From an optimization exercise on the open Yosys and OpenROAD flow, aimed at small area; shortcuts taken in it are not production practice. Only simulation tests tie the RTL to the original design; equivalence was not proved. Power figures rest on the tool's default switching activity, not on a simulated workload.

File: design/flow/config.mk
export PLATFORM = sky130hd
export DESIGN_NAME = qr_accel_top
export DESIGN_NICKNAME = qr_accel_top
export VERILOG_FILES = /design/flow/design.v
export SDC_FILE = /design/flow/constraint.sdc
export NUM_CORES = 4
export LEC_CHECK = 0
export CAP_MARGIN = 20
export CORE_MARGIN = 2
export CORE_UTILIZATION = 65
export SLEW_MARGIN = 20
File: design/flow/constraint.sdc
create_clock -name core_clock -period 5.0 [get_ports {clk}]
set_input_delay 1.0000 -clock core_clock [delete_from_list [all_inputs] [get_ports {clk}]]
set_output_delay 1.0000 -clock core_clock [all_outputs]
set_load 0.01 [all_outputs]
File: design/flow/design.v
package qr_accel_pkg;
    localparam int LINE_BITS = 512;
    localparam int NUM_LANES = 2;
    localparam int SEL_BITS = 4;
    localparam int VEC_LEN = 4;
    localparam int EXP_BITS  = 8;
    localparam int FRAC_BITS = 23;
    localparam int COL_BITS = 2;
    localparam int ROW_BITS = 3;
    localparam int LANE_CMD_BITS = 140;
    localparam int WR_VALID_OFS = 0;
    localparam int WR_COL_OFS   = 1;
    localparam int WR_ROW_OFS   = 3;
    localparam int WR_VEC_OFS   = 6;
    localparam int RD_REQ_OFS = 134;
    localparam int RD_COL_OFS = 135;
    localparam int RD_ROW_OFS = 137;
    localparam int LANE_RES_BITS = 129;
    typedef struct packed {
        logic                 sign;
        logic [EXP_BITS-1:0]  exp;
        logic [FRAC_BITS-1:0] frac;
    } float_t;
    typedef logic [VEC_LEN-1:0][EXP_BITS+FRAC_BITS:0] vec_t;
    localparam int VEC_BITS = VEC_LEN * (1 + EXP_BITS + FRAC_BITS);
    typedef logic [LINE_BITS-1:0] line_t;
    typedef logic [COL_BITS-1:0]  col_t;
    typedef logic [ROW_BITS-1:0]  row_t;
    localparam logic [2:0] st_waiting_input = 3'd0;
    localparam logic [2:0] st_idle          = 3'd1;
    localparam logic [2:0] st_run           = 3'd2;
    localparam logic [2:0] st_output        = 3'd3;
    localparam logic [2:0] st_reset         = 3'd4;
endpackage
`timescale 1ns/100ps
import qr_accel_pkg::*;
module qr_accel_top (
    input  logic  clk,
    input  logic  is_reset_signal_written,
    input  logic  fn_wr,
    input  logic  start_wr,
    input  logic  soft_reset_wr,
    input  logic  line_valid,
    input  logic [LINE_BITS-1:0]line_data,
    output logic  result_valid,
    output logic [LINE_BITS-1:0]result_data
);
    localparam int ADDR_BITS = ROW_BITS + COL_BITS;
    localparam int DEPTH     = 2 ** ADDR_BITS;
    logic rst;
    assign rst = is_reset_signal_written;
    logic [2:0] state;
    logic cmd_accept;
    logic sel_accept;
    logic lane_clear;
    assign cmd_accept = !rst && (state == st_run) && line_valid;
    assign sel_accept = !rst && (state == st_output) && line_valid;
    assign lane_clear = rst || (state == st_reset);
    always_ff @(posedge clk) begin
        if (rst) begin
            state <= st_waiting_input;
        end else begin
            case (state)
                st_waiting_input: if (fn_wr) state <= st_idle;
                st_idle: begin
                    if (soft_reset_wr)  state <= st_reset;
                    else if (start_wr)  state <= st_run;
                end
                st_run:    if (line_valid) state <= st_output;
                st_output: if (line_valid) state <= st_idle;
                st_reset:  state <= st_idle;
                default:   state <= st_waiting_input;
            endcase
        end
    end
    logic [NUM_LANES-1:0]          rd_valid;
    logic [NUM_LANES*VEC_BITS-1:0] rd_data;
    for (genvar n = 0; n < NUM_LANES; n++) begin : g_lane
        localparam int B = n * LANE_CMD_BITS;
        logic [VEC_BITS-1:0] store [DEPTH];
        logic                 wr_en;
        logic [ADDR_BITS-1:0] wr_addr;
        logic                 rd_en;
        logic [ADDR_BITS-1:0] rd_addr;
        assign wr_en   = cmd_accept && line_data[B + WR_VALID_OFS];
        assign wr_addr = {line_data[B + WR_ROW_OFS +: ROW_BITS], line_data[B + WR_COL_OFS +: COL_BITS]};
        assign rd_en   = cmd_accept && line_data[B + RD_REQ_OFS];
        assign rd_addr = {line_data[B + RD_ROW_OFS +: ROW_BITS], line_data[B + RD_COL_OFS +: COL_BITS]};
        always_ff @(posedge clk) begin
            if (wr_en) begin
                store[wr_addr] <= line_data[B + WR_VEC_OFS +: VEC_BITS];
            end
        end
        logic [DEPTH-1:0]  rd_hit;
        logic              rd_hold;
        logic [VEC_BITS:0] rd_next;
        logic [VEC_BITS:0] rd_q;
        for (genvar k = 0; k < DEPTH; k++) begin : g_hit
            assign rd_hit[k] = rd_en && (rd_addr == ADDR_BITS'(k));
        end
        assign rd_hold = !lane_clear && !rd_en;
        logic [VEC_BITS-1:0] rd_mux;
        always_comb begin
            rd_mux = rd_q[VEC_BITS-1:0] & {VEC_BITS{rd_hold}};
            for (int k = 0; k < DEPTH; k++) begin
                rd_mux = rd_mux | (store[k] & {VEC_BITS{rd_hit[k]}});
            end
        end
        assign rd_next = {rd_en | (rd_q[VEC_BITS] & rd_hold), rd_mux};
        always_ff @(posedge clk) begin
            rd_q <= rd_next;
        end
        assign {rd_valid[n], rd_data[n*VEC_BITS +: VEC_BITS]} = rd_q;
    end
    logic                 sel_valid;
    logic [NUM_LANES-1:0] show;
    always_ff @(posedge clk) begin
        if (rst) begin
            sel_valid    <= 1'b0;
            result_valid <= 1'b0;
        end else begin
            sel_valid    <= sel_accept;
            result_valid <= sel_valid;
        end
    end
    always_ff @(posedge clk) begin
        if (sel_accept) begin
            for (int n = 0; n < NUM_LANES; n++) begin
                show[n] <= (line_data[0 +: SEL_BITS] == SEL_BITS'(n));
            end
        end
    end
    always_comb begin
        result_data = '0;
        for (int n = 0; n < NUM_LANES; n++) begin
            result_data[n*LANE_RES_BITS +: LANE_RES_BITS] =
                {rd_valid[n], rd_data[n*VEC_BITS +: VEC_BITS]} & {LANE_RES_BITS{show[n]}};
        end
    end
endmodule
File: design/flow/flow/run.sh
#!/bin/bash
# Standard ORFS layout (standard.sh) with these changes to how it is built:
#  - clock tree: larger sink clusters and no dummy loads
#  - port buffers: the smallest buffer, sized up later by repair if needed
#  - global routing: less met1 capacity, so horizontal wires go to met3
# Each tool's output is kept in orfs/logs; make's own output in flow_make.log.
set -euo pipefail
HERE=$(cd "$(dirname "$0")" && pwd)
export CTS_ARGS="-sink_clustering_enable -repair_clock_nets -dont_use_dummy_load -sink_clustering_size 25 -sink_clustering_max_diameter 120"
export BUFFER_PORTS_ARGS="-buffer_cell sky130_fd_sc_hd__buf_1"
export FASTROUTE_TCL="$HERE/fastroute.tcl"
bash standard.sh finish > flow_make.log 2>&1
File: design/flow/flow/fastroute.tcl
# Global routing resources: met1 is kept mostly for pin access so that
# horizontal routing moves up to met3, which the standard settings leave
# nearly empty on this design.
set_global_routing_layer_adjustment met1 0.8
set_global_routing_layer_adjustment met2 0.4
set_global_routing_layer_adjustment met3 0.1
set_global_routing_layer_adjustment met4 0.1
set_global_routing_layer_adjustment met5 0.1
set_routing_layers -clock met3-met5
set_routing_layers -signal met1-met5
File: design/flow/standard.sh
#!/bin/bash
# synth_recipe.tcl (not shown) runs the flow's synth.tcl, then flattens the netlist and writes it again
# the make line also repeats each setting of config.mk as NAME=value (left out here)
make -C /OpenROAD-flow-scripts/flow DESIGN_CONFIG=/design/flow/config.mk WORK_HOME=/design/flow/orfs CLKGATE_MAP_FILE= SYNTH_SCRIPT=/design/flow/synth_recipe.tcl "${@:-finish}"
==> results.toml, run 1 <==
[final_layout]
number_of_nets_at_the_end_of_the_flow = 17905
mostFrequentLayoutCell = "edfxtp_1"
commonest_cells_after_routing_fill_and_taps_aside = "8,194 x edfxtp_1, 2,704 x a22oi_1, 543 x nand2_1"
design_area_um2 = 333500
n_fill_cell = 29530
final_cells = 23759
register_area_um2 = 251300
flow.area_growth_from_synthesis_pct = 8.574
multi_input_area_um2 = 50710
drive_gt1_share_pct = 9.687
layout.core_utilization_pct = 70.85

[min_path]
holdCritPathClass = "primary input to register"

[sta]
pin_slew_with_the_least_headroom_to_its_limit_ns = 1.253
fmax_mhz = 242.4
rsz0062_at_grt = "false"
max_slew_margin_pct = 16.28
final_clock_skew_ns = 0.04403
setup_viol = 0
slew_viol_final = 0
timing.final.hold_violations = 0
layout_worst_path_cycle_share_pct = 82.51
finalCriticalPeriod_ns = 4.125
finalWorstSetupSlack_ns = 0.8747

[logic_synthesis]
synth.lib_cells_used.distinct = 69
synth_warnings = 1
synth-seq-cells = 8457
syn-instance-count = 16653
postSynth.topFlopCell = "edfxtp_1"
synth_edf_count = 8194
post_synth_instance_area_um2 = 307200
post_synth.cell_area_avg_um2 = 18.45
synth_seq_area_share_pct = 81.81
synth-async-reset-ratio_pct = 0

[grt]
grt_max_degree = 130
grt_pass1_vias = 202769
global_route_wire_length_before_repair_mm = 1456
grt_overflow = 0
gr-usage-all-layers_pct = 61.12
initial_antenna_violation_count = 212

[clock_network]
tritoncts = "yes"
cts_inserted_buffers = 376
clk_pin_slew_ns = 0.09
postCtsHoldBufs = 0
postCtsSetupBuffers = 0
cts_root_buffer = "clkbuf_16"
clk_latency_ns = 1.09
post_cts.resized_instances = 0
tritoncts_num_sinks = 8457
max-clock-path-buffers = 4
cts_max_level = 5

[routing]
vias_per_cell = 7.586
post-route-drc-count = 0
via_count = 180244
detail_route.wirelength_mm = 1070
first_iter_violations = 12088
drt-pass1-iter-count = 6
routed_wire_length_per_instance_um = 45.04
ant_nets = 0

[die]
top_level_ports = 1031
floorplan.initialDensity_pct = 65.26
floorplan.die.height_um = 691.5
die_w_um = 691.5
design.die.area_um2 = 478100
core_area_um2 = 470700
std_cell_rows = 252

[placed_design]
dp.final_hpwl_mm = 570.6
post-place-ws_ns = 0.4428
numPlacedInstances = 23231
place.gp.congestion = 0.9197
placement.cell_area_um2 = 323500
port-buffer-count = 544

[worst_setup_path]
worstPathArrival_ns = 3.13
crit_slowest_cell = "and2_1"
endpoint_kind = "primary output"
crit_path_max_incr_delay_ns = 0.75
cp.required_ns = 4.00
crit_chain = "buf_12, and2_1, buf_1"
setup.worst_path.class = "register to primary output"
path_max_fanout = 129
cp-start-kind = "register"

[pwr]
total_power_mw = 113.9
worst_ir_drop_vdd_mv = 0.3797
cellPowerDensity_nw_per_um2 = 341.4
p_leak_nw = 104.2

[run]
max_cap_violations = 0

[run_status]
outcome = "no timing/DRC/antenna violations"
==> per-layer routing <==
layer / up-vias / track usage, % / part of all wire, %
met5: - / 5.001 / 0.32
met2: 24473 / 77.36 / 40
met4: 224 / 44.24 / 12
li1: 69945 / - / -
met3: 6944 / 58.63 / 27
met1: 78658 / 85.02 / 20
==> critical path: cells and delay by family (launching register included) <==
kind / cells / cell delay, ns
buffers and inverters: 2 / 0.62
flip-flops: 1 / 0.38
AND/OR/NAND/NOR: 1 / 0.75
==> kinds of logic (layout without fill, tap and decap cells) <==
kind of cell | Yosys count | after routing | synth area share (%)
other | 1 | 405 | 0.001221
multiplexers | 260 | 260 | 0.8785
AO/OA/AOI/OAI | 4404 | 4404 | 10.97
buffers and inverters | 1292 | 1771 | 2.314
AND/OR/NAND/NOR | 2239 | 2239 | 4.031
flip-flops | 8457 | 8457 | 81.81
==> through the flow <==
step	hold slack, ns	TNS (ns)
floorplan	0.4138	-7085.23
global placement	0.4233	0
detailed placement	0.4293	0
CTS	0.2288	0
global route	0.2873	0
finish	0.2660	0
==> cells in the mapped netlist (254+ instances only) <==
| master | count | area share [%] |
|---|---|---|
| clkbuf_1 | 293 | 0.36 |
| a221oi_1 | 385 | 1.1 |
| a21oi_1 | 254 | 0.41 |
| buf_2 | 521 | 0.85 |
| and2_1 | 261 | 0.53 |
| nand4_1 | 337 | 0.69 |
| a22o_1 | 406 | 1.2 |
| buf_4 | 376 | 0.92 |
| nand3_1 | 259 | 0.42 |
| a22oi_1 | 2704 | 6.6 |
| nand2_1 | 545 | 0.67 |
| edfxtp_1 | 8194 | 80 |
| dfxtp_1 | 263 | 1.7 |
==> flip-flops by register name, summed over array words and instances (netlist names) <==
signal	flops
g_lane.rd_q	258
g_lane.store	8192
result_valid	1
sel_valid	1
show	2
state	3
==> final cells by class <==
cell class / count / share of cell area [%]
tap: 6223 / 2.334
sequential: 8457 / 75.35
multi-input combinational: 7157 / 15.21
timing repair buffer: 1389 / 4.170
antenna: 151 / 0.1133
inverter: 6 / 0.006752
clock buffer: 376 / 2.821
==> worst paths after layout <==
kind | from | end | slack (ns) | cells after the start
worst max-delay path | show[0] | result_data[1] | 0.87 | 3
worst min-delay path | soft_reset_wr | state[2] | 0.27 | 2
worst max register to register | state[0] | g_lane[0].rd_q[56] | 1.11 | 8
worst min register to register | sel_valid | result_valid | 0.45 | 1
==> power by group <==
| part | leakage, nW | internal [mW] | total [mW] | switching, mW |
|---|---|---|---|---|
| registers | 75.7 | 77.6 | 77.6 | 0.0471 |
| logic | 23.9 | 0.459 | 2.54 | 2.08 |
| clock network | 4.63 | 13.4 | 33.7 | 20.3 |
==> inputs of run 2 (changes only) <==
--- a/design/flow/config.mk
+++ b/design/flow/config.mk
@@ -8,4 +8,5 @@
 export CAP_MARGIN = 20
 export CORE_MARGIN = 2
 export CORE_UTILIZATION = 65
+export PLACE_DENSITY = 0.75
 export SLEW_MARGIN = 20
==> run 2 against run 1 <==
Effect of this change:
- synthesized cell count did not move
- largest cell class unchanged
- die area did not move
- sequential power barely moved
- still clean
- non-clock buffer count is 81 lower
- critical path depth unchanged
- utilization fell by 0.24 points
- hold slack better by 0.033 ns
- sequential cell count stayed put
- worst setup slack got worse by 0.22 ns
- register-to-register slack lost 0.30 ns
- global-route usage shrank 2.1 points
- first-iteration DRC count is 5.5% higher
- critical endpoint is now result_data[104]
==> results.toml, run 2 <==
[routing]
ant_nets = 0
first_iter_violations = 12752
post-route-drc-count = 0
detail_route.wirelength_mm = 1038
routed_wire_length_per_instance_um = 43.73
vias_per_cell = 7.668
drt-pass1-iter-count = 8
via_count = 182026

[sta]
worst_hold_slack_ns = 0.2991
finalWorstSetupSlack_ns = 0.6539
max_slew_margin_pct = 13.99
setup_viol = 0
timing.final.hold_violations = 0
slew_viol_final = 0
finalCriticalPeriod_ns = 4.346
fmax_mhz = 230.1
pin_slew_with_the_least_headroom_to_its_limit_ns = 1.258
rsz0062_at_grt = "false"
final_clock_skew_ns = 0.07334
layout_worst_path_cycle_share_pct = 86.92

[logic_synthesis]
post_synth.cell_area_avg_um2 = 18.45
synth-async-reset-ratio_pct = 0
synth.top_cells.by_area = "edfxtp_1 80%, a22oi_1 6.6%, dfxtp_1 1.7%, a22o_1 1.2%, a221oi_1 1.1%"
postSynth.topFlopCell = "edfxtp_1"
synth_seq_area_share_pct = 81.81
synth_warnings = 1
synth.lib_cells_used.distinct = 69
synth_most_common_cell = "edfxtp_1"
syn-instance-count = 16653
netlist.area_leader.share_pct = 80.10
post_synth_instance_area_um2 = 307200
synth_edf_count = 8194
synth-seq-cells = 8457
synthTopCellsByCount = "8,194 x edfxtp_1, 2,704 x a22oi_1, 545 x nand2_1"
library_cell_occupying_the_most_area_in_the_post_synthesis_netlist = "edfxtp_1"

[final_layout]
regMostFlops = "g_lane.store"
multi_input_area_um2 = 50710
drive_gt1_share_pct = 9.368
commonest_cells_after_routing_fill_and_taps_aside = "8,194 x edfxtp_1, 2,704 x a22oi_1, 543 x nand2_1"
flow.area_growth_from_synthesis_pct = 8.206
largest_register_ffs = 8192
design_area_um2 = 332400
top_regs = "g_lane.store: 8192 flops, g_lane.rd_q: 258 flops, state: 3 flops"
register_area_um2 = 251300
mostFrequentLayoutCell = "edfxtp_1"
number_of_nets_at_the_end_of_the_flow = 17824
n_fill_cell = 28109

[grt]
gr-usage-all-layers_pct = 59.06
grt_pass1_vias = 208868
global_route_wire_length_before_repair_mm = 1425
grt_overflow = 0
grt_max_degree = 130
initial_antenna_violation_count = 225

[worst_setup_path]
endpoint_kind = "primary output"
r2r_cells = 8
crit_path_max_incr_delay_ns = 0.91
r2r_start = "state[0]"
path_max_fanout = 29
worst-r2r-setup-slack_ns = 0.81
crit_chain = "buf_4, and2_1, buf_1"
endpoint_of_the_lowest_slack_register_to_register_path = "g_lane[1].rd_q[14]"
worstPathArrival_ns = 3.35
setup.worst_path.class = "register to primary output"
cp.required_ns = 4.00
cp-start-kind = "register"
crit_slowest_cell = "edfxtp_1"

[placed_design]
post-place-ws_ns = 0.06448
placement.cell_area_um2 = 322200
place.gp.congestion = 0.9329
dp.final_hpwl_mm = 555.1
port-buffer-count = 544

[pwr]
cellPowerDensity_nw_per_um2 = 341.6
internal_power_mw = 91.45
power.combinational.fraction_pct = 2.2
clock_power_share_pct = 29.5
worst_ir_drop_vdd_mv = 0.4215
total_switching_power_mw = 22.11
switching_part_of_the_total_power_pct = 19.47
total_power_mw = 113.6
p_leak_nw = 103.7
power.sequential.fraction_pct = 68.4

[die]
top_level_ports = 1031
core_area_um2 = 470700
floorplan.initialDensity_pct = 65.26
design.die.area_um2 = 478100
die_w_um = 691.5
std_cell_rows = 252
floorplan.die.height_um = 691.5

[min_path]
min-delay-start = "line_data[227]"
cells_on_worst_hold_path = 1
min_delay_worst_endpoint = "g_lane[1].store[4][81]"
holdCritPathClass = "primary input to register"

[clock_network]
postCtsHoldBufs = 0
postCtsSetupBuffers = 0
clk_pin_slew_ns = 0.09
max-clock-path-buffers = 4
cts_inserted_buffers = 376
clk_latency_ns = 1.12
tritoncts_num_sinks = 8457
tritoncts = "yes"
cts_root_buffer = "clkbuf_16"
post_cts.resized_instances = 0
cts_max_level = 5

[run]
max_cap_violations = 0

[run_status]
outcome = "no timing/DRC/antenna violations"
==> run 2: worst max-delay path: cells and delay by family (launching register included) <==
| family | cells | cell delay [ns] |
|---|---|---|
| and+or+nand+nor | 1 | 0.53 |
| DFF | 1 | 0.91 |
| buffers and inverters | 2 | 0.83 |
==> run 2: cell type report <==
type                       instances  share of cell area [%]
clock buffer                     376                   2.831
inverter                           6                0.006775
timing repair buffer            1308                   3.802
sequential                      8457                   75.61
antenna                          210                  0.1581
tap                             6223                   2.342
multi-input combinational       7157                   15.25
==> run 2: worst max path at each step <==
stage,to,depth (start not counted),slack [ns],from
after global placement,g_lane[1].rd_q[14],9,0.14,is_reset_signal_written
final,result_data[104],3,0.65,show[0]
after floorplan,g_lane[1].store[19][0],7,-0.97,is_reset_signal_written
after detailed placement,g_lane[1].rd_q[14],9,0.06,is_reset_signal_written
after global routing,result_data[122],3,0.57,show[0]
after CTS,result_data[122],3,0.69,show[0]
==> run 2: through the flow <==
stage,util (%),setup TNS (ns),std cells
global route,70.57,0,23661
floorplan,-,-7085.23,16906
finish,70.61,0,23737
detailed placement,68.44,0,23148
global placement,68.42,0,23143
CTS,70.44,0,23524
==> run 2: power groups by stage <==
stage / sequential (mW) / clock (mW) / combinational [mW]
after floorplan: 79.2 / 0 / 0.893
after global placement: 79.3 / 0 / 2.24
after detailed placement: 79.3 / 0 / 2.33
after CTS: 77.6 / 33.4 / 2.33
after global routing: 77.6 / 35.5 / 2.59
final: 77.6 / 33.5 / 2.48
==> run 2: cells by family (layout without fill, tap and decap cells) <==
kind of cell / count (synthesis) / count (layout) / share of synthesized area, %
AOI/OAI and AO/OA: 4404 / 4404 / 10.97
buffers and inverters: 1292 / 1690 / 2.314
DFF: 8457 / 8457 / 81.81
muxes: 260 / 260 / 0.8785
other: 1 / 464 / 0.001221
and+or+nand+nor: 2239 / 2239 / 4.031
==> run 2: metal layers <==
metal | GRT usage (%) | up-vias | wire, um
li1 | - | 69848 | -
met1 | 75.41 | 79946 | 204700
met2 | 72.63 | 24284 | 412300
met3 | 56.21 | 7690 | 274100
met4 | 47.45 | 258 | 139400
met5 | 12.09 | - | 7456
==> inputs of run 3 (changes only) <==
--- a/design/flow/config.mk
+++ b/design/flow/config.mk
@@ -7,6 +7,5 @@
 export LEC_CHECK = 0
 export CAP_MARGIN = 20
 export CORE_MARGIN = 2
-export CORE_UTILIZATION = 65
-export PLACE_DENSITY = 0.75
+export CORE_UTILIZATION = 75
 export SLEW_MARGIN = 20
==> run 3 against run 2 <==
Effect of this change:
- still clean on timing, DRC and antenna
- die area fell by 13%
- worst setup slack improved by 0.20 ns
- synthesized cell count did not move
- sequential share of layout area barely moved
- sequential cell count did not move
- critical endpoint is now result_data[220]
- largest cell class unchanged
==> results.toml, run 3 <==
[logic_synthesis]
post_synth.cell_area_avg_um2 = 18.45
syn-instance-count = 16653
post_synth_instance_area_um2 = 307200
synth-seq-cells = 8457
synth_seq_area_share_pct = 81.81
synth_most_common_cell = "edfxtp_1"
postSynth.topFlopCell = "edfxtp_1"
synth_warnings = 1
synthTopCellsByCount = "8,194 x edfxtp_1, 2,704 x a22oi_1, 545 x nand2_1"
library_cell_occupying_the_most_area_in_the_post_synthesis_netlist = "edfxtp_1"
synth-async-reset-ratio_pct = 0
synth.lib_cells_used.distinct = 69
netlist.area_leader.share_pct = 80.10
synth.top_cells.by_area = "edfxtp_1 80%, a22oi_1 6.6%, dfxtp_1 1.7%, a22o_1 1.2%, a221oi_1 1.1%"
synth_edf_count = 8194

[pwr]
p_leak_nw = 104.2
power.sequential.fraction_pct = 68.4
worst_ir_drop_vdd_mv = 0.3897
cellPowerDensity_nw_per_um2 = 341.5
internal_power_mw = 91.46
total_switching_power_mw = 22.03
total_power_mw = 113.5
clock_power_share_pct = 29.4
switching_part_of_the_total_power_pct = 19.41
power.combinational.fraction_pct = 2.2

[clock_network]
tritoncts_num_sinks = 8457
clk_pin_slew_ns = 0.09
tritoncts = "yes"
max-clock-path-buffers = 4
postCtsSetupBuffers = 0
cts_max_level = 5
postCtsHoldBufs = 0
cts_root_buffer = "clkbuf_16"
clk_latency_ns = 1.07
cts_inserted_buffers = 376
post_cts.resized_instances = 0

[die]
design.die.area_um2 = 414700
die_w_um = 644
top_level_ports = 1031
std_cell_rows = 235
core_area_um2 = 408700
floorplan.die.height_um = 644
floorplan.initialDensity_pct = 75.16

[grt]
grt_overflow = 0
grt_max_degree = 130
gr-usage-all-layers_pct = 68.76
initial_antenna_violation_count = 222
grt_pass1_vias = 212612
global_route_wire_length_before_repair_mm = 1431

[sta]
max_slew_margin_pct = 20.07
timing.final.hold_violations = 0
slew_viol_final = 0
final_clock_skew_ns = 0.04662
layout_worst_path_cycle_share_pct = 82.84
finalWorstSetupSlack_ns = 0.8582
fin_setup_tns_ns = 0
finalCriticalPeriod_ns = 4.142
pin_slew_with_the_least_headroom_to_its_limit_ns = 1.196
setup_viol = 0
rsz0062_at_grt = "false"
fmax_mhz = 241.4

[placed_design]
post-place-ws_ns = 0.6176
placement.cell_area_um2 = 322200
dp.final_hpwl_mm = 566.7
place.gp.congestion = 0.9476
port-buffer-count = 544

[routing]
via_count = 183959
first_iter_violations = 13092
detail_route.wirelength_mm = 1039
post-route-drc-count = 0
vias_per_cell = 7.990
ant_nets = 0
drt-pass1-iter-count = 12
routed_wire_length_per_instance_um = 45.14

[final_layout]
drive_gt1_share_pct = 9.755
commonest_cells_after_routing_fill_and_taps_aside = "8,194 x edfxtp_1, 2,704 x a22oi_1, 543 x nand2_1"
n_fill_cell = 20159
top_regs = "g_lane.store: 8192 flops, g_lane.rd_q: 258 flops, state: 3 flops"
flow.area_growth_from_synthesis_pct = 8.191
largest_register_ffs = 8192
mostFrequentLayoutCell = "edfxtp_1"
design_area_um2 = 332400
regMostFlops = "g_lane.store"
number_of_nets_at_the_end_of_the_flow = 17896

[worst_setup_path]
cp.required_ns = 4.00
crit_path_end = "result_data[220]"
endpoint_of_the_lowest_slack_register_to_register_path = "g_lane[0].rd_q[15]"
path_max_fanout = 47
cp-start-kind = "register"
setup.worst_path.class = "register to primary output"
r2r_start = "state[0]"
endpoint_kind = "primary output"
worstPathArrival_ns = 3.14
r2r_cells = 7
worst-r2r-setup-slack_ns = 0.86
critical_path.startpoint = "show[1]"

[min_path]
holdCritPathClass = "primary input to register"
cells_on_worst_hold_path = 1

[run]
max_cap_violations = 0

[run_status]
outcome = "no timing/DRC/antenna violations"
run 3: cell counts after synthesis:
Identical to the previous run, type by type.
run 3: power by group through the flow:
stage          logic [mW]  clock network, mW  registers, mW
2_1_floorplan       0.893                  0           79.2
3_3_place_gp         2.26                  0           79.3
3_5_place_dp         2.34                  0           79.3
4_1_cts              2.35               33.2           77.6
5_1_grt              2.62               35.3           77.6
6_report             2.51               33.4           77.6
run 3: metal layers:
layer,vias up,share of wire [%],GRT usage [%]
met4,177,15,58.89
li1,69935,-,-
met3,8286,27,65.98
met1,80160,19,87.45
met2,25401,39,81.94
met5,-,0.43,12.04
run 3: layout make-up:
class                   instances  area [um^2]  area share (%)
flip-flops and latches       8457       251300           75.62
clock buffers                 376         9409           2.831
multi-input cells            7157        50720           15.26
inverters                       6        22.52        0.006776
repair buffers               1380        13580           4.085
well taps                    5451         6820           2.052
diodes                        198        495.5          0.1491
run 3: metrics by stage:
stage	hold WS, ns	std cells	util [%]
3_5_place_dp	0.4397	22448	78.82
4_1_cts	0.3043	22824	81.13
6_report	0.2931	23025	81.32
3_3_place_gp	0.4283	22443	78.80
2_1_floorplan	0.4138	16906	-
5_1_grt	0.3176	22966	81.28
run 3: cell families (layout without fill, tap and decap cells):
family                 Yosys count  after routing  synth area share, %
DFF                           8457           8457                81.81
AOI/OAI and AO/OA             4404           4404                10.97
and+or+nand+nor               2239           2239                4.031
buffers and inverters         1292           1762                2.314
muxes                          260            260               0.8785
other                            1            452             0.001221
run 3: how the worst min path moves through the flow:
stage	startpoint	to	slack, ns
floorplan	sel_valid	result_valid	0.41
global placement	g_lane[1].store[6][79]	g_lane[1].rd_q[79]	0.43
detailed placement	g_lane[1].store[6][79]	g_lane[1].rd_q[79]	0.44
CTS	soft_reset_wr	state[2]	0.30
global route	soft_reset_wr	state[2]	0.32
finish	line_data[101]	g_lane[0].store[31][95]	0.29
run 3: critical path, stage by stage, from the launching register on:
cell	delay (ns)
edfxtp_1	0.72
buf_8	0.28
buf_12	0.28
and2_1	0.56
buf_1	0.22
==> inputs of run 4 (changes only) <==
--- a/design/flow/config.mk
+++ b/design/flow/config.mk
@@ -8,4 +8,5 @@
 export CAP_MARGIN = 20
 export CORE_MARGIN = 2
 export CORE_UTILIZATION = 75
+export PLACE_DENSITY = 0.8
 export SLEW_MARGIN = 20
==> run 4 against run 3 <==
Effect of this change:
- combinational power about the same
- via count increased by 1.5%
- hold slack got worse by 0.036 ns
- still clean
- utilization decreased by 0.23 points
- first-iteration DRC count increased by 12%
- critical endpoint is now result_data[17]
- non-clock buffer count decreased by 68
- synthesized cell count unchanged
- register-to-register slack got worse by 0.18 ns
==> results.toml, run 4 <==
[die]
std_cell_rows = 235
design.die.area_um2 = 414700
top_level_ports = 1031
die_w_um = 644
floorplan.initialDensity_pct = 75.16
core_area_um2 = 408700
floorplan.die.height_um = 644

[worst_setup_path]
crit_slowest_cell = "edfxtp_1"
crit_path_max_incr_delay_ns = 0.86
endpoint_kind = "primary output"
path_max_fanout = 18
r2r_cells = 5
critical_path.startpoint = "show[0]"
crit_path_end = "result_data[17]"
r2r_start = "state[1]"
worstPathArrival_ns = 3.34
critical_path_buffers_and_inverters = 2
timing.critical_path.max_delay_family = "flip-flops"
critical_path_depth = 3
crit_chain = "buf_4, and2_1, buf_1"
setup.worst_path.class = "register to primary output"
cp-start-kind = "register"
endpoint_of_the_lowest_slack_register_to_register_path = "g_lane[1].store[7][115]"
cp.required_ns = 4.00
worst-r2r-setup-slack_ns = 0.68

[logic_synthesis]
syn-instance-count = 16653
synthTopCellsByCount = "8,194 x edfxtp_1, 2,704 x a22oi_1, 545 x nand2_1"
synth_seq_area_share_pct = 81.81
library_cell_occupying_the_most_area_in_the_post_synthesis_netlist = "edfxtp_1"
netlist.area_leader.share_pct = 80.10
synth_fa_ha_area_share_pct = 0
postSynth.topFlopCell = "edfxtp_1"
synth-seq-cells = 8457
synth_edf_count = 8194
synth_compound_gate_area_share_pct = 10.97
synth_simple_gate_area_share_pct = 4.031
synth-async-reset-ratio_pct = 0
synth_warnings = 1
post_synth.cell_area_avg_um2 = 18.45
synth-xor-area-share_pct = 0
synth.lib_cells_used.distinct = 69
synth_most_common_cell = "edfxtp_1"
synth.area.mux_share_pct = 0.8785
dominant_combinational_cell_family_by_area_after_synthesis = "compound AO/OA/AOI/OAI gates"
synth.top_cells.by_area = "edfxtp_1 80%, a22oi_1 6.6%, dfxtp_1 1.7%, a22o_1 1.2%, a221oi_1 1.1%"
post_synth_instance_area_um2 = 307200

[pwr]
total_power_mw = 113.4
worst_ir_drop_vdd_mv = 0.3829
cellPowerDensity_nw_per_um2 = 342.1
p_leak_nw = 103.7

[grt]
grt_max_degree = 87
grt_pass1_vias = 217510
global_route_wire_length_before_repair_mm = 1431
initial_antenna_violation_count = 254
grt_overflow = 0
gr-usage-all-layers_pct = 68.31

[sta]
final_clock_skew_ns = 0.07725
pin_slew_with_the_least_headroom_to_its_limit_ns = 1.329
fmax_mhz = 230.4
setup_viol = 0
rsz0062_at_grt = "false"
slew_viol_final = 0
layout_worst_path_cycle_share_pct = 86.80
max_slew_margin_pct = 11.17
timing.final.hold_violations = 0
finalCriticalPeriod_ns = 4.340

[clock_network]
cts_max_level = 5
post_cts.resized_instances = 0
max-clock-path-buffers = 4
tritoncts = "yes"
postCtsHoldBufs = 0
tritoncts_num_sinks = 8457
cts_root_buffer = "clkbuf_16"
postCtsSetupBuffers = 0
cts_inserted_buffers = 376
clk_pin_slew_ns = 0.10
clk_latency_ns = 1.09

[final_layout]
drive_gt1_share_pct = 9.435
number_of_nets_at_the_end_of_the_flow = 17828
final_cells = 22994
mostFrequentLayoutCell = "edfxtp_1"
commonest_cells_after_routing_fill_and_taps_aside = "8,194 x edfxtp_1, 2,704 x a22oi_1, 543 x nand2_1"
regMostFlops = "g_lane.store"
largest_register_ffs = 8192
flow.area_growth_from_synthesis_pct = 7.891
top_regs = "g_lane.store: 8192 flops, g_lane.rd_q: 258 flops, state: 3 flops"

[routing]
detail_route.wirelength_mm = 1036
ant_nets = 0
drt-pass1-iter-count = 9
via_count = 186721
routed_wire_length_per_instance_um = 45.07
first_iter_violations = 14720
post-route-drc-count = 0
vias_per_cell = 8.120

[min_path]
holdCritPathClass = "primary input to register"
min-delay-start = "line_data[184]"

[placed_design]
port-buffer-count = 544
place.gp.congestion = 0.9340
numPlacedInstances = 22372
dp.final_hpwl_mm = 548.9

[run]
max_cap_violations = 0

[run_status]
outcome = "no timing/DRC/antenna violations"
-- run 4: changes by cell type in the layout (fill, tap and decap cells not counted), sizes merged --
cell / change
diode: +37
buf: -74
clkbuf: +6
-- run 4: worst register-to-register path, delay by kind of cell (launching register included) --
family	cells	cell delay, ns
AND/OR/NAND/NOR	4	2.94
flip-flops	1	0.57
buffers and inverters	1	0.49
-- run 4: logic make-up after synthesis --
logic type             after synthesis
flip-flops                        8457
multiplexers                       260
buffers and inverters             1292
other                                1
AO/OA/AOI/OAI                     4404
AND/OR/NAND/NOR                   2239
-- run 4: per-stage QoR --
| step | instance area (um^2) | setup WS, ns | utilization, % | setup TNS (ns) | hold WS, ns |
|---|---|---|---|---|---|
| 2_1_floorplan | 308400 | -0.9718 | - | -7085.23 | 0.4138 |
| 3_5_place_dp | 321000 | 0.2575 | 78.55 | 0 | 0.4395 |
| 6_report | 331400 | 0.6601 | 81.10 | 0 | 0.2573 |
| 4_1_cts | 330400 | 0.7783 | 80.85 | 0 | 0.3142 |
| 5_1_grt | 331300 | 0.8211 | 81.05 | 0 | 0.2966 |
| 3_3_place_gp | 320900 | 0.2857 | 78.52 | 0 | 0.4276 |
-- run 4: how the worst min path moves through the flow --
stage                                    endpoint  slack [ns]  cells past startpoint
after floorplan                      result_valid        0.41                      1
after global placement        g_lane[0].rd_q[128]        0.43                      2
after detailed placement      g_lane[0].rd_q[128]        0.44                      2
after CTS                                 show[0]        0.31                      2
after global routing      g_lane[1].store[22][38]        0.30                      1
final                      g_lane[1].store[5][38]        0.26                      1
-- run 4: area by class of cell --
type	instances	area (um^2)
well taps	5451	6820
multi-input cells	7157	50720
repair buffers	1312	12560
fillers	19292	77260
inverters	6	22.52
flip-flops and latches	8457	251300
diodes	235	588.1
clock buffers	376	9409
-- run 4: routing by layer --
metal | up-vias | global-route usage [%] | part of all wire, %
met5 | - | 18.80 | 0.71
li1 | 69893 | - | -
met3 | 9081 | 66.26 | 26
met4 | 294 | 60.21 | 15
met2 | 25871 | 79.31 | 39
met1 | 81582 | 83.39 | 20
-- run 4: where the power goes --
| part | switching, mW | total [mW] | internal (mW) |
|---|---|---|---|
| Clock | 19.8 | 33.3 | 13.4 |
| Combinational | 2.05 | 2.48 | 0.436 |
| Sequential | 0.0518 | 77.6 | 77.6 |
| Total | 21.9 | 113 | 91.4 |
==> inputs of run 5 (changes only) <==
==> design/flow/flow/fastroute.tcl (replaced) <==
# Global routing resources: met1 is kept mostly for pin access so that
# horizontal routing moves up to met3, which the standard settings leave
# nearly empty on this design.
set_global_routing_layer_adjustment met1 0.7
set_global_routing_layer_adjustment met2 0.35
set_global_routing_layer_adjustment met3 0.1
set_global_routing_layer_adjustment met4 0.1
set_global_routing_layer_adjustment met5 0.1
set_routing_layers -clock met3-met5
set_routing_layers -signal met1-met5
--- a/design/flow/config.mk
+++ b/design/flow/config.mk
@@ -7,6 +7,5 @@
 export LEC_CHECK = 0
 export CAP_MARGIN = 20
 export CORE_MARGIN = 2
-export CORE_UTILIZATION = 75
-export PLACE_DENSITY = 0.8
+export CORE_UTILIZATION = 55
 export SLEW_MARGIN = 20
==> run 5 against run 4 <==
Effect of this change:
- still clean on timing, DRC and antenna
- die area rose by 36%
- clock power rose by 2%
- first-iteration DRC count fell by 16%
- clock skew grew 0.066 ns
- register-to-register slack better by 0.13 ns
- synthesized area unchanged
- cell count rose by 9.2%
- cell area grew 1.4%
- total power rose by 0.82%
- global-route usage decreased by 19 points
- via count down 5.3%
- synthesized cell count did not move
- critical path type is now register to register
- critical endpoint is now g_lane[1].store[10][22]
- highest routed layer unchanged
==> results.toml, run 5 <==
[run_status]
outcome = "no timing/DRC/antenna violations"

[clock_network]
cts_max_level = 5
cts_root_buffer = "clkbuf_16"
cts_inserted_buffers = 376
tritoncts = "yes"
postCtsSetupBuffers = 0
max-clock-path-buffers = 4
postCtsHoldBufs = 0
clk_latency_ns = 1.16
clk_pin_slew_ns = 0.10
post_cts.resized_instances = 0
tritoncts_num_sinks = 8457

[sta]
timing.final.hold_violations = 0
setup_viol = 0
final_clock_skew_ns = 0.1431
fin_setup_tns_ns = 0
finalWorstSetupSlack_ns = 0.8078
max_slew_margin_pct = 20.06
slew_viol_final = 0
worst_hold_slack_ns = 0.2332
pin_slew_with_the_least_headroom_to_its_limit_ns = 1.196
rsz0062_at_grt = "false"
fmax_mhz = 238.5
layout_worst_path_cycle_share_pct = 83.84
finalCriticalPeriod_ns = 4.192

[logic_synthesis]
post_synth_instance_area_um2 = 307200
synth_warnings = 1
postSynth.topFlopCell = "edfxtp_1"
netlist.area_leader.share_pct = 80.10
synthTopCellsByCount = "8,194 x edfxtp_1, 2,704 x a22oi_1, 545 x nand2_1"
post_synth.cell_area_avg_um2 = 18.45
syn-instance-count = 16653
library_cell_occupying_the_most_area_in_the_post_synthesis_netlist = "edfxtp_1"
synth.top_cells.by_area = "edfxtp_1 80%, a22oi_1 6.6%, dfxtp_1 1.7%, a22o_1 1.2%, a221oi_1 1.1%"
synth-async-reset-ratio_pct = 0
synth_most_common_cell = "edfxtp_1"
synth_edf_count = 8194
synth.lib_cells_used.distinct = 69
synth_seq_area_share_pct = 81.81
synth-seq-cells = 8457

[die]
die_w_um = 751.4
std_cell_rows = 274
top_level_ports = 1031
floorplan.die.height_um = 751.4
core_area_um2 = 556800
floorplan.initialDensity_pct = 55.18
design.die.area_um2 = 564500

[pwr]
total_power_mw = 114.3
p_leak_nw = 104.8
cellPowerDensity_nw_per_um2 = 340.1
worst_ir_drop_vdd_mv = 0.3733

[placed_design]
port-buffer-count = 544
dp.final_hpwl_mm = 606.9
place.gp.congestion = 0.8664
post-place-ws_ns = 0.2961
numPlacedInstances = 24597
placement.cell_area_um2 = 326100

[final_layout]
final_cells = 25114
regMostFlops = "g_lane.store"
top_regs = "g_lane.store: 8192 flops, g_lane.rd_q: 258 flops, state: 3 flops"
layout.core_utilization_pct = 60.36
n_fill_cell = 40449
number_of_nets_at_the_end_of_the_flow = 18044
commonest_cells_after_routing_fill_and_taps_aside = "8,194 x edfxtp_1, 2,704 x a22oi_1, 556 x buf_4"
drive_gt1_share_pct = 10.14
design_area_um2 = 336100
largest_register_ffs = 8192
flow.area_growth_from_synthesis_pct = 9.392
mostFrequentLayoutCell = "edfxtp_1"

[run]
max_cap_violations = 0

[routing]
routed_wire_length_per_instance_um = 44.38
detail_route.wirelength_mm = 1115
post-route-drc-count = 0
vias_per_cell = 7.039
first_iter_violations = 12378
ant_nets = 0
via_count = 176778
drt-pass1-iter-count = 7

[grt]
global_route_wire_length_before_repair_mm = 1500
initial_antenna_violation_count = 211
gr-usage-all-layers_pct = 49.73
grt_max_degree = 130
grt_overflow = 0
grt_pass1_vias = 190394

[min_path]
holdCritPathClass = "primary input to register"
min-delay-start = "is_reset_signal_written"
min_delay_worst_endpoint = "state[0]"
cells_on_worst_hold_path = 3

[worst_setup_path]
path_max_fanout = 13
endpoint_of_the_lowest_slack_register_to_register_path = "g_lane[1].store[10][22]"
worst-r2r-setup-slack_ns = 0.81
setup.worst_path.class = "register to register"
cp.required_ns = 5.75
worstPathArrival_ns = 4.94
cp-start-kind = "register"
r2r_start = "state[1]"
r2r_cells = 7
endpoint_kind = "register"
run 5: cell counts after synthesis:
Identical to the previous run, type by type.
run 5: power by group:
| group | switching, mW | internal, mW |
|---|---|---|
| Clock | 20.6 | 13.5 |
| Sequential | 0.0545 | 77.6 |
| Combinational | 2.11 | 0.492 |
| Total | 22.8 | 91.5 |
run 5: layout make-up:
| type | instances | area [um^2] | area share, % |
|---|---|---|---|
| repair buffers | 1528 | 14920 | 4.440 |
| well taps | 7452 | 9324 | 2.775 |
| multi-input cells | 7157 | 50710 | 15.09 |
| diodes | 138 | 345.3 | 0.1028 |
| inverters | 6 | 22.52 | 0.006702 |
| flip-flops and latches | 8457 | 251300 | 74.79 |
| clock buffers | 376 | 9409 | 2.800 |
run 5: worst max-delay path by stage:
stage / slack [ns] / cells past startpoint / start / endpoint
2_1_floorplan: -0.97 / 7 / is_reset_signal_written / g_lane[1].store[19][0]
3_3_place_gp: 0.31 / 9 / is_reset_signal_written / g_lane[1].store[10][41]
3_5_place_dp: 0.30 / 9 / is_reset_signal_written / g_lane[1].store[10][41]
4_1_cts: 0.91 / 3 / show[1] / result_data[242]
5_1_grt: 0.78 / 7 / state[1] / g_lane[1].store[10][22]
6_report: 0.81 / 7 / state[1] / g_lane[1].store[10][22]
run 5: logic make-up (layout without fill, tap and decap cells):
logic type	after synthesis	count (layout)	synth area share (%)
DFF	8457	8457	81.81
AOI/OAI and AO/OA	4404	4404	10.97
and+or+nand+nor	2239	2239	4.031
buffers and inverters	1292	1910	2.314
muxes	260	260	0.8785
other	1	392	0.001221
run 5: routing by layer:
| layer | global-route usage (%) | share of wire (%) | up-vias |
|---|---|---|---|
| li1 | - | - | 70219 |
| met1 | 72.29 | 24 | 82083 |
| met2 | 67.28 | 42 | 18828 |
| met3 | 40.46 | 23 | 5423 |
| met4 | 32.54 | 11 | 225 |
| met5 | 1.431 | 0.18 | - |
run 5: worst max-delay path, cell delays in order, from the launching register on:
cell and delay, ns:
dfxtp_1 0.56, nor4b_4 0.41, buf_4 0.23, and3_1 0.42, buf_4 0.24, nand3b_1 0.46, nor2_4 0.96, buf_4 0.48

[separate check: timing with driven ports]
The results above use ideal ports. As a check the final layouts listed here were re-extracted and re-timed, cells and wires unchanged.
Step 1 sets driving cells, clkbuf_16 on the clock port and buf_2 on the other inputs (assumed; they add their load-dependent delay and slew).
Step 2 times the ports against the registers' clock, not the clock port: input delays grow and output delays shrink by t, the midpoint of the rising clock arrivals with the driver on.
Three values: ideal, step 1, step 2; two values: the first two.
| run | shift t [ns] | setup WS [ns] | pins driven straight from the clock port |
|---|---|---|---|
| run 1 | 1.201 | 0.875 / 0.736 / 0.337 | 1 |
| run 2 | 1.197 | 0.654 / 0.522 / -0.109 | 1 |
| run 3 | 1.179 | 0.858 / 0.727 / 0.249 | 1 |
| run 4 | 1.175 | 0.660 / 0.534 / -0.116 | 1 |
| run 5 | 1.228 | 0.808 / 0.764 / 0.065 | 1 |
With both steps, setup timing fails in run 2 and run 4, where it was met with ideal ports. For run 4, which loses most, drivers alone change the setup slack by -0.126 ns; drivers and shift together by -0.776 ns.
